Background: an optimization exercise with open tools, aiming at small area and a short achievable clock period. Do not read the settings as production practice. In this exercise RTL edits were held to simulation tests only and were not proved equivalent to the original. No activity file was given, so power comes from the tool's default toggle rates.

## design/flow/design.v

```verilog
package stump_mem_pkg;
    typedef enum logic [1:0] {
        IDLE = 2'd0,
        WAIT = 2'd1,
        RESP = 2'd2
    } state_t;
    localparam int CNT_W               = 4;
    localparam int DATA_W              = 16;
    localparam int ADDR_W              = 16;
    localparam int DEFAULT_DEPTH_LOG2  = 8;
    localparam int DEFAULT_WAIT_CYCLES = 2;
    function automatic logic addr_out_of_range(input logic [ADDR_W-1:0] addr,
                                               input int depth_log2);
        addr_out_of_range = |(addr >> depth_log2);
    endfunction
endpackage
module stump_mem_array
#(
    parameter int DEPTH_LOG2 = stump_mem_pkg::DEFAULT_DEPTH_LOG2
) (
    input  logic                  clk,
    input  logic [DEPTH_LOG2-1:0] addr,
    input  logic                  we,
    input  logic [stump_mem_pkg::DATA_W-1:0]     wdata,
    output logic [stump_mem_pkg::DATA_W-1:0]     rdata
);
    logic [stump_mem_pkg::DATA_W-1:0] mem [0:(2**DEPTH_LOG2)-1];
    always_ff @(posedge clk) begin
        if (we) begin
            mem[addr] <= wdata;
        end
        rdata <= mem[addr];
    end
endmodule
module stump_mem_responder
#(
    parameter int DEPTH_LOG2  = stump_mem_pkg::DEFAULT_DEPTH_LOG2,
    parameter int WAIT_CYCLES = stump_mem_pkg::DEFAULT_WAIT_CYCLES
) (
    input  logic              CLK,
    input  logic              RST,
    input  logic              REQ,
    input  logic              WEN,
    input  logic [stump_mem_pkg::ADDR_W-1:0] ADDR,
    input  logic [stump_mem_pkg::DATA_W-1:0] DIN,
    output logic              ACK,
    output logic [stump_mem_pkg::DATA_W-1:0] DOUT,
    output logic              ERR,
    output logic              BUSY
);
    localparam logic [stump_mem_pkg::CNT_W-1:0] WAIT_INIT = stump_mem_pkg::CNT_W'(WAIT_CYCLES);
    stump_mem_pkg::state_t state_reg;
    stump_mem_pkg::state_t state_next;
    logic [stump_mem_pkg::CNT_W-1:0]  cnt_reg, cnt_next;
    logic [stump_mem_pkg::ADDR_W-1:0] addr_reg;
    logic              wen_reg;
    logic [stump_mem_pkg::DATA_W-1:0] din_reg;
    logic [stump_mem_pkg::DATA_W-1:0] dout_reg;
    logic              err_reg;
    logic              latch_en;
    logic              resp_entry;
    logic              leave_resp;
    logic              addr_oor;
    logic [DEPTH_LOG2-1:0] ram_addr;
    logic              ram_we;
    logic [stump_mem_pkg::DATA_W-1:0] ram_rdata;
    always_comb begin
        state_next = state_reg;
        cnt_next   = cnt_reg;
        latch_en   = 1'b0;
        resp_entry = 1'b0;
        leave_resp = 1'b0;
        case (state_reg)
            stump_mem_pkg::IDLE: begin
                if (REQ) begin
                    state_next = stump_mem_pkg::WAIT;
                    cnt_next   = WAIT_INIT;
                    latch_en   = 1'b1;
                end
            end
            stump_mem_pkg::WAIT: begin
                if (cnt_reg == '0) begin
                    state_next = stump_mem_pkg::RESP;
                    resp_entry = 1'b1;
                end else begin
                    cnt_next = cnt_reg - stump_mem_pkg::CNT_W'(1);
                end
            end
            stump_mem_pkg::RESP: begin
                if (!REQ) begin
                    state_next = stump_mem_pkg::IDLE;
                    leave_resp = 1'b1;
                end
            end
            default: state_next = stump_mem_pkg::IDLE;
        endcase
    end
    assign addr_oor = stump_mem_pkg::addr_out_of_range(addr_reg, DEPTH_LOG2);
    assign ram_addr = (state_reg == stump_mem_pkg::IDLE) ? ADDR[DEPTH_LOG2-1:0]
                                          : addr_reg[DEPTH_LOG2-1:0];
    assign ram_we   = resp_entry && wen_reg && !addr_oor;
    stump_mem_array #(
        .DEPTH_LOG2(DEPTH_LOG2)
    ) u_array (
        .clk   (CLK),
        .addr  (ram_addr),
        .we    (ram_we),
        .wdata (din_reg),
        .rdata (ram_rdata)
    );
    always_ff @(posedge CLK or posedge RST) begin
        if (RST) begin
            state_reg <= stump_mem_pkg::IDLE;
            cnt_reg   <= '0;
            addr_reg  <= '0;
            wen_reg   <= 1'b0;
            din_reg   <= '0;
            dout_reg  <= '0;
            err_reg   <= 1'b0;
        end else begin
            state_reg <= state_next;
            cnt_reg   <= cnt_next;
            if (latch_en) begin
                addr_reg <= ADDR;
                wen_reg  <= WEN;
                din_reg  <= DIN;
            end
            if (resp_entry) begin
                err_reg <= addr_oor;
                if (addr_oor) begin
                    dout_reg <= '0;
                end else if (wen_reg) begin
                    dout_reg <= din_reg;
                end else begin
                    dout_reg <= ram_rdata;
                end
            end
            if (leave_resp) begin
                err_reg <= 1'b0;
            end
        end
    end
    assign ACK  = (state_reg == stump_mem_pkg::RESP);
    assign BUSY = (state_reg != stump_mem_pkg::IDLE);
    assign DOUT = dout_reg;
    assign ERR  = err_reg;
endmodule
```

## design/flow/run.sh

```bash
#!/bin/bash
# synth_recipe.tcl (not shown) runs the flow's synth.tcl, then flattens the netlist and writes it again
# the make line also repeats each setting of config.mk as NAME=value (left out here)
make -C /OpenROAD-flow-scripts/flow DESIGN_CONFIG=/design/flow/config.mk WORK_HOME=/design/flow/orfs CLKGATE_MAP_FILE= SYNTH_SCRIPT=/design/flow/synth_recipe.tcl finish
```

## design/flow/config.mk

```make
export PLATFORM = sky130hd
export DESIGN_NAME = stump_mem_responder
export DESIGN_NICKNAME = stump_mem_responder
export VERILOG_FILES = /design/flow/design.v
export SDC_FILE = /design/flow/constraint.sdc
export NUM_CORES = 4
export LEC_CHECK = 0
export CAP_MARGIN = 20
export CORE_MARGIN = 2
export CORE_UTILIZATION = 50
export SLEW_MARGIN = 20
```

## design/flow/constraint.sdc

```tcl
create_clock -name core_clock -period 5.5 [get_ports {CLK}]
set_input_delay 1.1000 -clock core_clock [delete_from_list [all_inputs] [get_ports {CLK}]]
set_output_delay 1.1000 -clock core_clock [all_outputs]
set_load 0.01 [all_outputs]
```

==> impl_results.md, run 1 <==
- Outcome: no timing/DRC/antenna violations
- Overall routed net length: 459 mm
- Most frequent cells in the layout: edfxtp_1 (4,096), a22oi_1 (2,048), a21oi_1 (1,025)
- Final worst path period share: 94.7%
- Summed area of non-filler cells in the final layout: 177,000 sq um
- Worst Hold Margin: 0.484 ns
- Crit Reg-Reg Startpoint: state_reg[0]$_DFFE_PP0P_
- Final-report max-slew violation count: 0
- Unrepaired setup endpoints after global routing: false
- Total of flip-flops plus latches after synthesis: 4,168
- Routability-driven placement congestion ratio: 0.873
- Clock tree from TritonCTS: yes
- Core Region: 305,000 sq um
- Worst hold start: dout_reg[3]$_DFFE_PP0N_
- Max reg flops: 4,096
- Total of buffers placed on input and output ports: 54
- Delay of the slowest critical-path stage: 0.74 ns
- WP data arrival: 6.03 ns
- Number of antenna violations at the first check in global routing: 28
- Length of the first detailed-routing pass in iterations: 8
- Placed instance count: 13,051
- Required time at the endpoint of the critical path: 6.32 ns
- Average wire length per cell after detail routing: 33.2 um
- Total of endpoints with negative setup slack in the final report: 0
- Clock root buffer: clkbuf_16
- Static Leak: 54.6 nW
- Number of filler instances in the final layout: 22,848
- Number of gates given a new drive strength after cts: 0
- Worst min-delay path category: reg -> reg
- Layout area overhead: 15.5%
- Via total after detailed routing: 90,670
- Max-capacitance violation count: 0
- Syn nets: 8,782
- Biggest fanout along the worst timing path: 68
- CTS H-tree depth: 5
- Net count reported at finish: 9,407
- Total GRT Usage: 29.0%
- Slew margin rel.: 17.2%
- Global-route wire length before repair: 647 mm
- I/O pin count: 55
- Height of the die: 558 um
- Post-synth design cell area: 153,000 sq um
- Ratio of total power to cell area: 557 nW/um^2
- Seq/Total Area, Yosys: 81.4%
- Average via count per standard cell: 6.55
- Critical path launch point: state_reg[0]$_DFFE_PP0P_
- Peak Freq: 192 MHz
- PnR worst setup slack: 0.290 ns
- Hold buffer count at cts: 0
- Row Count: 203
- CTS buffer count: 416
- Number of distinct library cells after synthesis: 40
- Initial cell density of the core: 50.2%
- Worst vdd ir: 0.541 mV
- Combined flip-flop and latch cell area: 125,000 sq um
- Worst Tran Pin Value: 1.23 ns
- Post-CTS clock slew at the launch and capture registers of the worst setup and hold paths: 0.06 ns
- Horizontal die dimension: 558 um
- Largest reg by FF count: u_array.mem
- Die outline area: 311,000 sq um
- Cells after Synth: 8,745
- Buffer levels on the longest clock path: 4
- Detailed placer's ending HPWL: 271 mm
- Final Core Density: 58.0%
- Mean area per synthesized cell: 17.5 sq um
- Post-route ant nets: 0
- Setup clock skew after layout: 0.0507 ns
- Multi-input gate area in the final layout: 26,000 sq um
- Slowest stage cell, crit path: o41ai_1
- Kind of start point of the critical path: flip-flop
- Initial DRC Count: 13,865
- Clock Sink Count: 4,168
- Remaining DRCs: 0
- Post-place instance area: 164,000 sq um
- Kind of critical path: reg -> reg
- Worst-Skew Late Latency: 0.96 ns
- Gr ovfl total: 0
- Warning count from the yosys run: 2
- Cell breakdown of the critical path: nor2_4, inv_2, a31oi_4, buf_12, buf_4, buf_4, a21oi_1, o41ai_1, a41oi_2, or4_1
- Non-filler cells, final: 13,838
- Most frequent CP cell: buf_4
- Hold violation total from the final report: 0
- Share of final-layout standard cells stronger than drive strength 1: 15.2%
- Endpoint class of the critical path: flip-flop
- Most common cell after layout, fill and taps aside: edfxtp_1
- Number of global-route vias before repair: 87,108
- Pin count of the biggest net entering global routing: 174
- Crit path time final: 5.21 ns
- Buffers inserted by post-CTS timing repair: 0
- Post-placement setup slack: -0.321 ns
-- final cells by class --
type                       instances  share of cell area [%]
sequential                      4168                    70.5
multi-input combinational       3914                    14.7
clock buffer                     508                    6.15
timing repair buffer             860                    4.38
tap                             4100                    2.90
clock inverter                   262                    1.29
antenna                           16                  0.0226
inverter                          10                  0.0219
-- cells in the mapped netlist --
cell type / n / area [sq um]
a21oi_1: 1025 / 5130
a22oi_1: 2048 / 15400
a31oi_1: 1 / 6.26
a31oi_2: 2 / 25.0
a31oi_4: 2 / 42.5
a41oi_1: 64 / 561
and3_1: 1 / 6.26
buf_1: 35 / 131
buf_2: 209 / 1050
buf_4: 6 / 45.0
buf_6: 2 / 22.5
clkbuf_1: 401 / 1510
dfrtp_1: 56 / 1400
dfxtp_1: 16 / 320
edfxtp_1: 4096 / 123000
ha_1: 1 / 12.5
inv_1: 9 / 33.8
inv_2: 1 / 3.75
mux2i_1: 16 / 160
nand2_1: 134 / 503
nand2b_1: 8 / 50.1
nand3_1: 20 / 100
nand3b_1: 4 / 30.0
nor2_1: 263 / 987
nor2_4: 1 / 11.3
nor2b_1: 2 / 12.5
nor3_1: 3 / 15.0
nor3b_1: 3 / 22.5
nor4_1: 3 / 18.8
o211ai_1: 2 / 15.0
o21a_1: 2 / 15.0
o21ai_0: 24 / 120
o21ai_1: 3 / 15.0
o31a_1: 1 / 8.76
o31ai_1: 3 / 22.5
o41ai_1: 256 / 2240
or3_1: 1 / 6.26
or4_1: 17 / 128
or4b_2: 2 / 20.0
xnor2_1: 2 / 17.5
-- path summary, 6_finish.rpt --
| check | endpoint | slack (ns) | cells past startpoint |
|---|---|---|---|
| max in group asynchronous | dout_reg[0]$_DFFE_PP0N_ | 3.99 | 3 |
| hold / removal | dout_reg[3]$_DFFE_PP0N_ | 0.48 | 2 |
| min in group asynchronous | din_reg[1]$_DFFE_PP0P_ | 0.63 | 2 |
| setup reg to reg | u_array.rdata[1]$_DFF_P_ | 0.29 | 10 |
| hold reg to reg | dout_reg[3]$_DFFE_PP0N_ | 0.48 | 2 |
| setup / recovery | u_array.rdata[1]$_DFF_P_ | 0.29 | 10 |
-- through the flow --
| step | TNS [ns] | power [W] |
|---|---|---|
| 3_5_place_dp | -1.02 | 0.0711 |
| 6_report | 0 | 0.0985 |
| 5_1_grt | 0 | 0.101 |
| 2_1_floorplan | 0 | 0.0570 |
| 3_3_place_gp | -2.15 | 0.0706 |
| 4_1_cts | 0 | 0.0983 |
-- layer usage --
layer / vias up / wire length, um / GRT usage [%] / part of all wire [%]
met5: - / 66 / 0 / 0.014
met4: 8 / 17900 / 10.3 / 3.9
met3: 716 / 48400 / 5.85 / 11
met2: 5220 / 211000 / 44.3 / 46
met1: 46953 / 182000 / 41.6 / 40
li1: 37773 / - / - / -
-- kinds of logic after synthesis --
group / share of synthesized area [%]
flops: 81.4
compound gates: 15.4
buf+inv: 1.82
simple gates: 1.25
mux: 0.105
xor+xnor: 0.0114
fa+ha+maj: 0.00817
-- where the power goes --
group	switching, W	internal [W]	leakage, nW	total, W
sequential	0.00118	0.0395	38.0	0.0407
clock	0.0119	0.0156	6.40	0.0275
combinational	0.0220	0.00838	10.3	0.0303
total	0.0351	0.0634	54.6	0.0985
-- worst max-delay path, delay by kind of cell, from the launching register on --
| family | cells | cell delay, ns |
|---|---|---|
| compound gates | 4 | 1.96 |
| buf+inv | 4 | 1.44 |
| simple gates | 2 | 1.09 |
| flops | 1 | 0.46 |
==> run 2, diff against run 1 <==
==> design/flow/design.v (replaced) <==
package stump_mem_pkg;
    localparam int DATA_W     = 16;
    localparam int ADDR_W     = 16;
    localparam int DEPTH_LOG2 = 8;
    localparam int DEPTH      = 256;
    localparam int RD_STEP    = 3;
    localparam int WR_STEP    = 5;
endpackage
module stump_mem_array (
    input  logic                                    clk,
    input  logic [stump_mem_pkg::DEPTH_LOG2-1:0]    wpos,
    input  logic [stump_mem_pkg::DATA_W-1:0]        wdata,
    input  logic [stump_mem_pkg::DEPTH_LOG2-1:0]    rpos,
    output logic                                    rhit,
    output logic [stump_mem_pkg::DATA_W-1:0]        rdata
);
    localparam int N  = stump_mem_pkg::DEPTH;
    localparam int DW = stump_mem_pkg::DATA_W;
    localparam int RS = stump_mem_pkg::RD_STEP;
    localparam int WS = stump_mem_pkg::WR_STEP;
    localparam int NR = (N + RS - 1) / RS;
    logic [DW-1:0] ring [0:N-1];
    genvar p;
    generate
        for (p = 0; p < N; p++) begin : g_pos
            localparam int PREV = (p + N - 1) % N;
            if ((PREV % WS) == 0) begin : g_wport
                always_ff @(posedge clk) begin
                    ring[p] <= (wpos == PREV[stump_mem_pkg::DEPTH_LOG2-1:0]) ? wdata : ring[PREV];
                end
            end else begin : g_shift
                always_ff @(posedge clk) begin
                    ring[p] <= ring[PREV];
                end
            end
        end
    endgenerate
    logic [NR-1:0] tsel;
    logic [DW-1:0] tdata [0:NR-1];
    genvar j;
    generate
        for (j = 0; j < NR; j++) begin : g_tap
            assign tsel[j]  = (rpos == (j * RS));
            assign tdata[j] = ring[j * RS] & {DW{tsel[j]}};
        end
    endgenerate
    always_comb begin
        rdata = '0;
        for (int k = 0; k < NR; k++) begin
            rdata = rdata | tdata[k];
        end
    end
    assign rhit = |tsel;
endmodule
module stump_mem_responder (
    input  logic              CLK,
    input  logic              RST,
    input  logic              REQ,
    input  logic              WEN,
    input  logic [stump_mem_pkg::ADDR_W-1:0] ADDR,
    input  logic [stump_mem_pkg::DATA_W-1:0] DIN,
    output logic              ACK,
    output logic [stump_mem_pkg::DATA_W-1:0] DOUT,
    output logic              ERR,
    output logic              BUSY
);
    localparam int AW = stump_mem_pkg::DEPTH_LOG2;
    localparam int DW = stump_mem_pkg::DATA_W;
    logic busy_q, ack_q, s1_q, s2_q, s3_q;
    logic accept;
    assign accept = REQ && !busy_q;
    always_ff @(posedge CLK or posedge RST) begin
        if (RST) begin
            busy_q <= 1'b0;
            ack_q  <= 1'b0;
            s1_q   <= 1'b0;
            s2_q   <= 1'b0;
            s3_q   <= 1'b0;
        end else begin
            s1_q   <= accept;
            s2_q   <= s1_q;
            s3_q   <= s2_q;
            ack_q  <= s3_q || (ack_q && REQ);
            busy_q <= accept || s1_q || s2_q || s3_q || (ack_q && REQ);
        end
    end
    logic [AW-1:0] tnext_q;       
    logic [AW-1:0] rpos_q;        
    logic [AW-1:0] wpos_q;        
    logic [DW-1:0] wdata_q;       
    logic          oor_q, wen_q;
    logic [DW-1:0] dout_q;
    logic          err_q;
    logic [AW-1:0] rpos_inc;
    logic          commit;
    logic          rhit;
    logic [DW-1:0] rdata;
    assign rpos_inc = rpos_q + AW'(1);
    assign commit   = s3_q && wen_q && !oor_q;
    always_ff @(posedge CLK) begin
        tnext_q <= tnext_q + AW'(1);
        rpos_q  <= accept ? (ADDR[AW-1:0] + tnext_q) : rpos_inc;
        wpos_q  <= commit ? rpos_inc : (wpos_q + AW'(1));
        if (commit) wdata_q <= DIN;
        if (accept) begin
            oor_q <= |ADDR[stump_mem_pkg::ADDR_W-1:AW];
            wen_q <= WEN;
        end
        if (s3_q) begin
            err_q <= oor_q;
            if (oor_q)                 dout_q <= '0;
            else if (wen_q)            dout_q <= DIN;
            else if (rpos_q == wpos_q) dout_q <= wdata_q;
            else if (rhit)             dout_q <= rdata;
        end else if ((s1_q || s2_q) && rhit) begin
            dout_q <= rdata;
        end
    end
    stump_mem_array u_array (
        .clk   (CLK),
        .wpos  (wpos_q),
        .wdata (wdata_q),
        .rpos  (rpos_q),
        .rhit  (rhit),
        .rdata (rdata)
    );
    assign ACK  = ack_q;
    assign BUSY = busy_q;
    assign DOUT = dout_q;
    assign ERR  = err_q;
endmodule
==> impl_results.md, run 2 <==
- Worst Tran Pin Value: 1.43 ns (was 1.23 ns)
- Max-capacitance violation count: 0 (unchanged)
- Final Core Density: 59.3% (was 58.0%)
- Initial cell density of the core: 50.2% (about the same)
- Cell type contributing the most total cell area after synthesis: dfxtp_1 (was edfxtp_1)
- Number of filler instances in the final layout: 16,323 (was 22,848)
- Global-route wire length before repair: 562 mm (was 647 mm)
- Simple-gate share of the synthesized area: 3.41% (was 1.25%)
- Via total after detailed routing: 62,507 (was 90,670)
- Max reg flops: 4,096 (unchanged)
- Cells after Synth: 6,851 (was 8,745)
- Delay of the slowest critical-path stage: 0.95 ns (was 0.74 ns)
- Endpoint class of the critical path: flip-flop (unchanged)
- Worst hold start: u_array.ring[44][4]$_DFF_P_ (was dout_reg[3]$_DFFE_PP0N_)
- Area share of the largest cell type after synthesis: 78.7% (was 80.3%)
- Synth Area in Compound Gates: 5.92% (was 15.4%)
- Clock root buffer: clkbuf_16 (unchanged)
- Cell breakdown of the critical path: inv_1, ha_1, nand3b_1, nor2_4, buf_4, a22oi_1, o211ai_1, or4_1, nor4_1, o21ai_1 (was nor2_4, inv_2, a31oi_4, buf_12, buf_4, buf_4, a21oi_1, o41ai_1, a41oi_2, or4_1)
- CTS H-tree depth: 5 (unchanged)
- Initial DRC Count: 9,339 (was 13,865)
- Kind of start point of the critical path: flip-flop (unchanged)
- Layout check failures: antenna rules, setup timing
- Worst vdd ir: 0.393 mV (was 0.541 mV)
- Mux contribution to synthesized area: 8.97% (was 0.105%)
- Xor and xnor fraction of the mapped netlist area: 0.276% (was 0.0114%)
- Average via count per standard cell: 6.03 (was 6.55)
- Buffers inserted by post-CTS timing repair: 0 (unchanged)
- Syn nets: 6,904 (was 8,782)
- Largest reg by FF count: u_array.ring (was u_array.mem)
- Mean area per synthesized cell: 15.3 sq um (was 17.5 sq um)
- CP bufs+invs: 2 (was 4)
- Adder and majority cell fraction of the synthesized area: 0.210% (was 0.00817%)
- Fraction of synthesis flops using an asynchronous set or reset pin: 0.120% (was 1.34%)
- Number of distinct library cells after synthesis: 71 (was 40)
- Cell count of the worst reg-to-reg path: 10 (unchanged)
- Die outline area: 213,000 sq um (was 311,000 sq um)
- Layout area overhead: 18.2% (was 15.5%)
- Pin count of the biggest net entering global routing: 54 (was 174)
- Number of antenna violations at the first check in global routing: 76 (was 28)
- Crit path time final: 5.51 ns (was 5.21 ns)
- PnR worst setup slack: -0.0131 ns (was 0.290 ns)
- Total of endpoints with negative setup slack in the final report: 1 (was 0)
- Biggest fanout along the worst timing path: 11 (was 68)
- Net count reported at finish: 7,250 (was 9,407)
- Outcome: finished with violations (was no timing/DRC/antenna violations)
- WP data arrival: 6.23 ns (was 6.03 ns)
- Combined flip-flop and latch cell area: 83,700 sq um (was 125,000 sq um)
- Kind of critical path: reg -> reg (unchanged)
- CTS buffer count: 402 (was 416)
- Total GRT Usage: 40.7% (was 29.0%)
- Average wire length per cell after detail routing: 42.6 um (was 33.2 um)
- Row Count: 168 (was 203)
- Post-synth design cell area: 105,000 sq um (was 153,000 sq um)
- Remaining DRCs: 0 (unchanged)
- Ranking of synthesized cells by area: dfxtp_1 (79%), mux2_2 (8.9%), a22oi_1 (3.0%) (was edfxtp_1 (80%), a22oi_1 (10%), a21oi_1 (3.3%))
- Worst-Skew Late Latency: 1.00 ns (was 0.96 ns)
- Final-report max-slew violation count: 0 (unchanged)
- Dominant combinational cell family by area after synthesis: multiplexers (was compound AO/OA/AOI/OAI gates)
- Slowest stage cell, crit path: nand3b_1 (was o41ai_1)
- Regs by FF count: u_array.ring (4096), dout_q (16), wdata_q (16)
- Most frequently used flop master after synthesis: dfxtp_1 (was edfxtp_1)
- Core Region: 209,000 sq um (was 305,000 sq um)
- Detailed placer's ending HPWL: 294 mm (was 271 mm)
- Post-synth top cells: dfxtp_1 (4,120), mux2_2 (833), a22oi_1 (414) (was edfxtp_1 (4,096), a22oi_1 (2,048), a21oi_1 (1,025))
- Setup clock skew after layout: 0.0748 ns (was 0.0507 ns)
- Required time at the endpoint of the critical path: 6.22 ns (was 6.32 ns)
- Slew margin rel.: 4.44% (was 17.2%)
- Static Leak: 50.4 nW (was 54.6 nW)
- Ratio of total power to cell area: 565 nW/um^2 (was 557 nW/um^2)
- Worst min-delay path category: reg -> reg (unchanged)
- Minimum setup slack among reg-to-reg paths: -0.01 ns (was 0.29 ns)
- Number of instances on the worst hold path: 0 (was 2)
- Warning count from the yosys run: 4 (was 2)
- Length of the first detailed-routing pass in iterations: 9 (was 8)
- Overall routed net length: 442 mm (was 459 mm)
- Crit Reg-Reg Startpoint: rpos_q[0]$_DFF_P_ (was state_reg[0]$_DFFE_PP0P_)
- Number of gates given a new drive strength after cts: 0 (unchanged)
- Most common cell after layout, fill and taps aside: dfxtp_1 (was edfxtp_1)
- Routability-driven placement congestion ratio: 1.00 (was 0.873)
- Multi-input gate area in the final layout: 20,500 sq um (was 26,000 sq um)
- Height of the die: 462 um (was 558 um)
- Buffer levels on the longest clock path: 4 (unchanged)
- Post-CTS clock slew at the launch and capture registers of the worst setup and hold paths: 0.07 ns (was 0.06 ns)
- Post-synth EDFFs: 35 (was 4,096)
- Most frequent cells in the layout: dfxtp_1 (4,116), mux2_2 (833), a22oi_1 (414) (was edfxtp_1 (4,096), a22oi_1 (2,048), a21oi_1 (1,025))
- Reg-to-reg critical path endpoint: dout_q[8]$_DFFE_PP_ (was u_array.rdata[1]$_DFF_P_)
- Share of final-layout standard cells stronger than drive strength 1: 25.1% (was 15.2%)
- Number of global-route vias before repair: 57,459 (was 87,108)
- Post-route ant nets: 1 (was 0)
- Most common cell in the synthesized netlist: dfxtp_1 (was edfxtp_1)
- I/O pin count: 55 (unchanged)
- Seq/Total Area, Yosys: 79.8% (was 81.4%)
- Total of buffers placed on input and output ports: 54 (unchanged)
- Sum of internal, switching and leakage power: 0.0700 W (was 0.0985 W)
- Clock Sink Count: 4,160 (was 4,168)
- Unrepaired setup endpoints after global routing: false (unchanged)
- Horizontal die dimension: 462 um (was 558 um)
- Peak Freq: 181 MHz (was 192 MHz)
- Hold violation total from the final report: 0 (unchanged)
- Clock tree from TritonCTS: yes (unchanged)
- Gr ovfl total: 0 (unchanged)
- Delay-heaviest family, CP: simple AND/OR/NAND/NOR gates (was compound AO/OA/AOI/OAI gates)
- Final worst path period share: 100% (was 94.7%)
- Hold buffer count at cts: 0 (unchanged)
- Endpoint of the worst hold path: u_array.ring[45][4]$_DFF_P_ (was dout_reg[3]$_DFFE_PP0N_)
- Total of flip-flops plus latches after synthesis: 4,160 (was 4,168)
==> run 2: cell count changes after synthesis, moves of 86 or more <==
cell and change:
nor2_1 -156, edfxtp_1 -4061, a22oi_1 -1634, a21oi_1 -984, and3_1 +101, nand3_1 +86, dfxtp_1 +4104, o41ai_1 -256
clkbuf_1 -118, buf_2 -161, mux2_2 +833
==> run 2: cell type report <==
| type | count | share of cell area, % |
|---|---|---|
| timing repair buffer | 294 | 1.98 |
| multi-input combinational | 2323 | 16.5 |
| inverter | 16 | 0.0485 |
| sequential | 4160 | 67.5 |
| antenna | 50 | 0.101 |
| clock inverter | 146 | 1.48 |
| tap | 2805 | 2.83 |
| clock buffer | 572 | 9.49 |
==> run 2: through the flow <==
stage / hold WS (ns) / std cells / TNS, ns / worst slack, ns / cell area (sq um)
CTS: 0.273 / 10315 / 0 / 0.274 / 124000
global route: 0.272 / 10318 / 0 / 0.0450 / 124000
floorplan: 0.310 / 6851 / 0 / 1.91 / 105000
finish: 0.270 / 10366 / -0.0131 / -0.0131 / 124000
detailed placement: 0.312 / 9597 / 0 / 0.305 / 110000
global placement: 0.309 / 9592 / 0 / 0.277 / 110000
==> run 2: cells by family (layout without fill, tap and decap cells) <==
| group | after synthesis | after routing |
|---|---|---|
| XOR/XNOR | 33 | 33 |
| multiplexers | 835 | 835 |
| other | 0 | 50 |
| buffers and inverters | 368 | 1028 |
| flip-flops | 4160 | 4160 |
| AND/OR/NAND/NOR | 634 | 634 |
| adder cells (fa/ha/maj) | 17 | 17 |
| AO/OA/AOI/OAI | 804 | 804 |
==> run 2: how the worst max path moves through the flow <==
stage,startpoint,endpoint,depth (start not counted)
after floorplan,rpos_q[0]$_DFF_P_,dout_q[0]$_DFFE_PP_,12
after global placement,rpos_q[0]$_DFF_P_,dout_q[8]$_DFFE_PP_,10
after detailed placement,rpos_q[0]$_DFF_P_,dout_q[8]$_DFFE_PP_,10
after CTS,rpos_q[0]$_DFF_P_,dout_q[8]$_DFFE_PP_,10
after global routing,rpos_q[0]$_DFF_P_,dout_q[8]$_DFFE_PP_,10
final,rpos_q[0]$_DFF_P_,dout_q[8]$_DFFE_PP_,10
==> run 2: where the power goes <==
group,leakage (nW),internal (W),switching [W]
logic,9.55,0.00158,0.00406
clock network,6.72,0.0166,0.0115
registers,34.1,0.0338,0.00238
==> run 2: worst register-to-register path: cells and delay by family (launching register included) <==
kind	cells	cell delay, ns
AOI/OAI and AO/OA	3	1.56
adders and majority gates	1	0.40
buffers and inverters	2	0.51
DFF	1	0.52
and+or+nand+nor	4	2.26
==> run 2: routing by layer <==
| layer | vias to the layer above | track usage (%) | part of all wire [%] |
|---|---|---|---|
| met4 | 20 | 26.2 | 7.6 |
| met1 | 31821 | 52.9 | 40 |
| met2 | 4462 | 59.0 | 42 |
| li1 | 24848 | - | - |
| met3 | 1356 | 12.0 | 10 |
| met5 | - | 0.0226 | 0.063 |

[static timing again, ports no longer ideal]
The results above use ideal ports. As a check the final layouts listed here were re-extracted and re-timed, cells and wires unchanged.
Step 1 (the two cells are an assumption about what drives the block):
set clk [get_ports {CLK}]
set_driving_cell -lib_cell sky130_fd_sc_hd__clkbuf_16 $clk
set_driving_cell -lib_cell sky130_fd_sc_hd__buf_2 [delete_from_list [all_inputs] $clk]
Step 2 moves the port delays by t, midway between the first and last clock arrival at a register: inputs arrive t later, outputs are due t later. That takes back most of the time a late clock gives input paths.
Slacks: ideal / step 1 / step 2; pairs: ideal / step 1.
run | t, ns | setup slack, ns | slew at the worst register clock pin (ns) | cell pins on the clock port's net
run 1 | 1.034 | 0.290 / 0.290 / -0.429 | 0.07 / 0.07 | 1
run 2 | 1.058 | -0.013 / -0.013 / -0.013 | 0.07 / 0.07 | 1
Met with ideal ports but missed after step 2: setup timing in run 1. The setup slack of run 1, which loses most, moves by 0.000 ns with the drivers and by -0.719 ns with both steps.
